What follows belongs to an exercise in optimizing a design on an open flow for small area, a short achievable clock period and few clock cycles; a production flow would make more cautious choices.
Function was checked by simulation only, so behaviour that the tests miss may differ from the original.
Power is estimated from default activity; no workload was simulated.

Design interval_task_timer_table, start of the top module:
module interval_task_timer_table (
	input  logic               clk,
	input  logic               arst_n,
	input  logic               item_valid,
	output logic               item_ready,
	input  logic               item_cmd,
	input  logic [TICK_W-1:0]  item_now_ticks,
	input  logic [PERIOD_W-1:0] item_period_ms,
	input  logic               item_periodic,
	output logic               result_valid,
	input  logic               result_ready,
	output logic [TIDX_W-1:0]  result_task_index,
	output logic               result_accepted,
	output logic               result_fired,
	output logic               result_last,
	input  logic               psel,
	input  logic               penable,
	input  logic               pwrite,
	input  logic [PADDR_W-1:0] paddr,
	input  logic [DATA_W-1:0]  pwdata,
	output logic [DATA_W-1:0]  prdata,
	output logic               pready
);
Size in the first run: ~0.052 mm^2 of cells after synthesis.
clock: 8.0 ns
lec_check: 0
abc_area: 1
cap_margin: 20
core_margin: 2
core_utilization: 40
cts_buf_list: sky130_fd_sc_hd__clkbuf_16
cts_cluster_diameter: 70
cts_cluster_size: 25
setup_slack_margin: 4.5
slew_margin: 20
tns_end_percent: 5
run.sh (not shown) runs the stock make flow with config.mk's settings and CLKGATE_MAP_FILE= SYNTH_SCRIPT=/design/flow/synth_recipe.tcl, a recipe that flattens the netlist after the stock synthesis.
Testbench counts at the start, summed over its fixed seeds: cycles 5,442.
Edit:
Settings changed: SETUP_SLACK_MARGIN 4.5 to 4.8, TNS_END_PERCENT 5 to unset.
Die area does not change. Register-to-register slack loses 80 ps. Worst setup slack loses 39 ps. Clock power goes down by 5.6%. Cell count goes up by 1.8%. Area after synthesis stays the same. Combinational power goes up by 18%.
Edit:
Settings changed: CORE_UTILIZATION 40 to 50, SETUP_SLACK_MARGIN 4.8 to 4.5.
=>
- The new run ran to the end with no violations
- setup slack improves by 100 ps
- clock-buffer cell count is lower by 9
- area after synthesis does not change
- via count went down slightly
- die area is lower by about a fifth
- clock skew went up by 5.3 ps
- wire length came out lower by a few percent
Edit:
Settings changed: CORE_UTILIZATION 50 to 40, CTS_BUF_LIST sky130_fd_sc_hd__clkbuf_16 to sky130_fd_sc_hd__clkbuf_8, CTS_CLUSTER_DIAMETER 70 to unset, CTS_CLUSTER_SIZE 25 to unset, SETUP_SLACK_MARGIN 4.5 to 4.0.
- cell count is higher by 7.2%
- routed wire length is lower by 3.9%
- synthesized area does not change
- combinational power is lower by 12%
- hold slack gets worse by 7.2 ps
- via count is lower by 2.3%
- clock-buffer cell count is higher by 112
- power is lower by 1.7%
- cell area is lower by 2.5%
- clock skew is lower by 9.7 ps


interval_task_timer_table again, from the RTL that the note above started with.
==> flow/config.mk <==
export PLATFORM = sky130hd
export DESIGN_NAME = interval_task_timer_table
export DESIGN_NICKNAME = interval_task_timer_table
export VERILOG_FILES = /design/flow/design.v
export SDC_FILE = /design/flow/constraint.sdc
export NUM_CORES = 4
export LEC_CHECK = 0
export ABC_AREA = 1
export CAP_MARGIN = 20
export CORE_MARGIN = 2
export CORE_UTILIZATION = 40
export CTS_BUF_LIST = sky130_fd_sc_hd__clkbuf_16
export CTS_CLUSTER_DIAMETER = 70
export CTS_CLUSTER_SIZE = 25
export SETUP_SLACK_MARGIN = 4.3
export SLEW_MARGIN = 20
==> flow/constraint.sdc <==
create_clock -name core_clock -period 8.0 [get_ports {clk}]
set_input_delay 1.6000 -clock core_clock [delete_from_list [all_inputs] [get_ports {clk}]]
set_output_delay 1.6000 -clock core_clock [all_outputs]
set_load 0.01 [all_outputs]
Testbench counts at the start, summed over its fixed seeds: cycles 5,442.
Rerun with:
==> flow/flow/run.sh (new file) <==
#!/bin/bash
set -euo pipefail
bash standard.sh MATCH_CELL_FOOTPRINT=0 finish > flow.log 2>&1
==> flow/standard.sh (new file) <==
#!/bin/bash
# synth_recipe.tcl (not shown) runs the flow's synth.tcl, then flattens the netlist and writes it again
# the make line also repeats each setting of config.mk as NAME=value (left out here)
make -C /OpenROAD-flow-scripts/flow DESIGN_CONFIG=/design/flow/config.mk WORK_HOME=/design/flow/orfs CLKGATE_MAP_FILE= SYNTH_SCRIPT=/design/flow/synth_recipe.tcl "${@:-finish}"
--- a/flow/config.mk
+++ b/flow/config.mk
@@ -10,7 +10,5 @@
 export CORE_MARGIN = 2
 export CORE_UTILIZATION = 40
-export CTS_BUF_LIST = sky130_fd_sc_hd__clkbuf_16
-export CTS_CLUSTER_DIAMETER = 70
-export CTS_CLUSTER_SIZE = 25
-export SETUP_SLACK_MARGIN = 4.3
+export CTS_BUF_LIST = sky130_fd_sc_hd__clkbuf_8
+export SETUP_SLACK_MARGIN = 4.0
 export SLEW_MARGIN = 20
removed: flow/run.sh
Global-route usage came out lower by 0.43 points. Count of clock-buffer cells in the layout increases by 102. Worst setup slack loses 0.12 ns. Routed wire length goes down by 4.6%. Design area goes down by 1.7%. Cell count came out higher by 1.2%. Flip-flop and latch count stays the same. Area after synthesis is unchanged. First-iteration DRC count is lower by 12%. Core utilization went down by 0.81 points. Via count drops by 1.2%.
Rerun with:
==> flow/run.sh (new file) <==
#!/bin/bash
# synth_recipe.tcl (not shown) runs the flow's synth.tcl, then flattens the netlist and writes it again
# the make line also repeats each setting of config.mk as NAME=value (left out here)
make -C /OpenROAD-flow-scripts/flow DESIGN_CONFIG=/design/flow/config.mk WORK_HOME=/design/flow/orfs CLKGATE_MAP_FILE= SYNTH_SCRIPT=/design/flow/synth_recipe.tcl finish
--- a/flow/config.mk
+++ b/flow/config.mk
@@ -9,6 +9,7 @@
 export CAP_MARGIN = 20
 export CORE_MARGIN = 2
-export CORE_UTILIZATION = 40
+export CORE_UTILIZATION = 55
 export CTS_BUF_LIST = sky130_fd_sc_hd__clkbuf_8
-export SETUP_SLACK_MARGIN = 4.0
+export PLACE_DENSITY = 0.7
+export SETUP_SLACK_MARGIN = 4.3
 export SLEW_MARGIN = 20
removed: flow/flow/run.sh
removed: flow/standard.sh
Effect: The changed run finished but fails on antenna violations. Register-to-register slack is better by 0.15 ns. Worst setup slack is better by 0.15 ns. Final area went up by 1.1%. Wire length went up by 0.88%. Power went up by 1.6%. Combinational power went up by 8.4%. Maximum frequency went up by 4.0%. Cell count went down by 6.2%. Global-route usage went up by 7.2 points. Via count went up by 5.4%. Worst hold slack is better by 0.0043 ns.
Rerun with:
--- a/flow/config.mk
+++ b/flow/config.mk
@@ -9,7 +9,8 @@
 export CAP_MARGIN = 20
 export CORE_MARGIN = 2
-export CORE_UTILIZATION = 55
-export CTS_BUF_LIST = sky130_fd_sc_hd__clkbuf_8
-export PLACE_DENSITY = 0.7
-export SETUP_SLACK_MARGIN = 4.3
+export CORE_UTILIZATION = 40
+export CTS_BUF_LIST = sky130_fd_sc_hd__clkbuf_16
+export CTS_CLUSTER_DIAMETER = 80
+export CTS_CLUSTER_SIZE = 30
+export SETUP_SLACK_MARGIN = 4.0
 export SLEW_MARGIN = 20
What happened:
- The changed run completed with no timing, DRC or antenna violations
- non-clock buffer count fell by 91
- wire length drops by 2.0%
- synthesized cell count is unchanged
- first-iteration DRC count decreases by 27%

[what the ideal ports hide]
Ports are ideal in the flow. The routed layouts listed here were re-timed in OpenROAD.
Step 1: set_driving_cell puts a clkbuf_16 on clk and a buf_2 on each other input, an assumption about the parent block.
Step 2 moves the port delays by t, midway between the first and last clock arrival at a register: inputs arrive t later, outputs are due t later. That takes back most of the time a late clock gives input paths.
Slacks: no drivers / after step 1 / after step 2; pairs: no drivers / after step 1.
run	t, ns	setup WS [ns]	hold slack, ns	worst slew at a driven data input, ns
the first run of note 1	0.754	4.263 / 4.070 / 4.070	0.426 / 0.426 / 0.426	0.32
the second run of note 1	0.746	4.224 / 4.223 / 4.223	0.424 / 0.424 / 0.424	0.27
the third run of note 1	0.742	4.329 / 4.300 / 3.872	0.429 / 0.429 / 0.429	0.07
the fourth run of note 1	0.927	4.119 / 4.119 / 4.119	0.421 / 0.421 / 0.421	0.13
the first run of note 2	0.738	4.229 / 4.229 / 4.101	0.422 / 0.422 / 0.422	0.15
the second run of note 2	0.928	4.109 / 4.109 / 3.911	0.419 / 0.419 / 0.419	0.12
the third run of note 2	0.915	4.260 / 4.260 / 3.717	0.423 / 0.423 / 0.423	0.08
the fourth run of note 2	0.761	4.063 / 4.063 / 4.063	0.428 / 0.428 / 0.428	0.13
For the third run of note 2, which loses most, drivers alone change the setup slack by 0.000 ns; drivers and shift together by -0.543 ns.
